Context: an optimization exercise on an open-source flow, tuned for small area, a short achievable clock period and few clock cycles per item. The choices shown serve that exercise and are no tape-out recipe.
Function was checked by simulation only, so behaviour that the tests miss may differ from the original.
Power is estimated from default activity; no workload was simulated.

== P ==
Design matvec_top, start of the top module:
module matvec_top (
    input  logic        clk,
    input  logic        reset,
    input  logic        input_valid,
    output logic        input_ready,
    input  logic [13:0] input_data,
    input  logic        new_matrix,
    output logic        output_valid,
    input  logic        output_ready,
    output logic [27:0] output_data
);
Size in the first run: about 7600 cells after synthesis, roughly 2500 flip-flops, about 49 I/O pins.
Settings: LEC_CHECK=0, CAP_MARGIN=20, CORE_MARGIN=2, CORE_UTILIZATION=60, CTS_CLUSTER_DIAMETER=100, CTS_CLUSTER_SIZE=25, SETUP_SLACK_MARGIN=4.3, SLEW_MARGIN=20, SYNTH_HIERARCHICAL=1; clock period 7.0 ns.
run.sh (not shown) runs the stock make flow with config.mk's settings and CLKGATE_MAP_FILE= SYNTH_SCRIPT=/design/flow/synth_recipe.tcl, a recipe that flattens the netlist after the stock synthesis.
P has completed all stages; timing, DRC and antenna checks passed.
Testbench counts of P, summed over its fixed seeds: cycles 8,296, items 4,096.
#### Input delta (S over P)
Settings: swapping 4.3 for 4.0 in SETUP_SLACK_MARGIN.
Results
Looking at placed wire-length estimate across S and P, the one that comes out higher is S. The clock power was comparable across S and P. Taking P as the reference, in S internal power was more or less identical, detailed-route wire length on metal 1 rose by 530 um. S: growth of design area from synthesis to finish 0.21 points above P. The power of S and that of P are within noise of each other.

========
Setup of run 1:
Another version of the RTL of matvec_top (not shown whole).
For scale: ~7800 cells after synthesis, roughly 2600 flip-flops.
clock: 7.0 ns
lec_check: 0
cap_margin: 20
core_margin: 2
core_utilization: 70
cts_cluster_diameter: 100
cts_cluster_size: 25
setup_slack_margin: 4.5
slew_margin: 20
synth_hierarchical: 1
Run 1: no failed stages, no open violations at the end
Testbench counts of run 1, summed over its fixed seeds: cycles 8,304, items 4,096.
Relative to run 1, the following input files were edited for run 2:
diff --git a/flow/config.mk b/flow/config.mk
--- a/flow/config.mk
+++ b/flow/config.mk
@@ -13 +13 @@
-export SETUP_SLACK_MARGIN = 4.5
+export SETUP_SLACK_MARGIN = 4.35
[summary]
Taking run 1 as the reference, in run 2 die area shows no meaningful change, minimum period implied by the final worst setup slack was more or less identical, number of optimization iterations in the first detailed-route pass -1, sum of routed wire length over all layers stayed essentially flat.
--- input diff run 2..run 3 ---
diff --git a/flow/config.mk b/flow/config.mk
--- a/flow/config.mk
+++ b/flow/config.mk
@@ -10 +10 @@
-export CORE_UTILIZATION = 70
+export CORE_UTILIZATION = 80
@@ -13 +13 @@
-export SETUP_SLACK_MARGIN = 4.35
+export SETUP_SLACK_MARGIN = 4.5
In the tables for run 3 and run 2, achievable clock frequency reads higher with run 2. Diff run 2 -> run 3: post-route minimum period shows an increase of 0.039 ns, detailed-route via count shows an increase of 5.5%. Number of antenna violations at the first check in global routing for run 3: 12 up relative to run 2. Row post-layout instance area: run 3 higher / run 2 lower. Combinational share of power: run 3 vs run 2 up 0.8 points. Re worst setup slack: run 3 is 0.039 ns down on run 2. Going from run 2 to run 3, hold slack fell 0.019 ns; total area of multi-input combinational cells rose 150 µm²; sequential share of layout area about even; total placed cells including tap cells fell about 3%.

========
Starting RTL as in the previous note.
make LEC_CHECK=0 CAP_MARGIN=20 CORE_MARGIN=2 CORE_UTILIZATION=70 CTS_CLUSTER_DIAMETER=100 CTS_CLUSTER_SIZE=30 SETUP_SLACK_MARGIN=4.7 SLEW_MARGIN=20 SYNTH_HIERARCHICAL=1 finish   # period 7.0 ns
Testbench counts at the start, summed over its fixed seeds: cycles 8,304, items 4,096.
==> next run, changes <==
Settings changed: ABC_AREA set to 1, CTS_CLUSTER_SIZE 30 to 25, SETUP_SLACK_MARGIN 4.7 to 4.5.
=> Global-route usage rises by 1.9 points; wire length rises by 12%; sequential power hardly moves.
==> next run, changes <==
Settings changed: ABC_AREA 1 to not set, CTS_CLUSTER_SIZE 25 to 30.
=>
- sequential power barely changes
- area after synthesis fell by 6.9%
- maximum frequency rose by 0.65%
- cell area is lower by 6.3%
- sequential share of layout area grows by 3.2 points
- die area goes down by 6.9%

==> separate check: timing with driven ports <==
The results above use ideal ports. As a check the final layouts listed here were re-extracted and re-timed, cells and wires unchanged.
Step 1 assumes that a clkbuf_16 drives the clock port and a buf_2 every other input.
Step 2 times the ports against the registers' clock, not the clock port: input delays grow and output delays shrink by t, the midpoint of the rising clock arrivals with the driver on.
Three values: ideal, step 1, step 2; two values: the first two.
run	t, ns	setup slack, ns	clock arrival spread, ns	worst slew at a driven data input, ns
P	0.887	3.430 / 3.430 / 3.430	0.039 / 0.040	0.04
S	0.893	3.475 / 3.475 / 3.197	0.048 / 0.048	0.05
run 1	0.859	4.327 / 4.247 / 3.772	0.048 / 0.048	0.04
run 2	0.870	4.327 / 4.242 / 3.618	0.044 / 0.044	0.03
run 3	0.866	4.288 / 4.200 / 3.673	0.076 / 0.076	0.04
the first run of note 3	0.849	4.329 / 4.250 / 3.924	0.039 / 0.039	0.04
the second run of note 3	0.863	4.312 / 4.229 / 3.853	0.072 / 0.071	0.03
the third run of note 3	0.850	4.329 / 4.250 / 3.771	0.062 / 0.062	0.04
After both steps setup and hold are still met in every run listed. For run 2, which loses most, drivers alone change the setup slack by -0.085 ns; drivers and shift together by -0.709 ns.
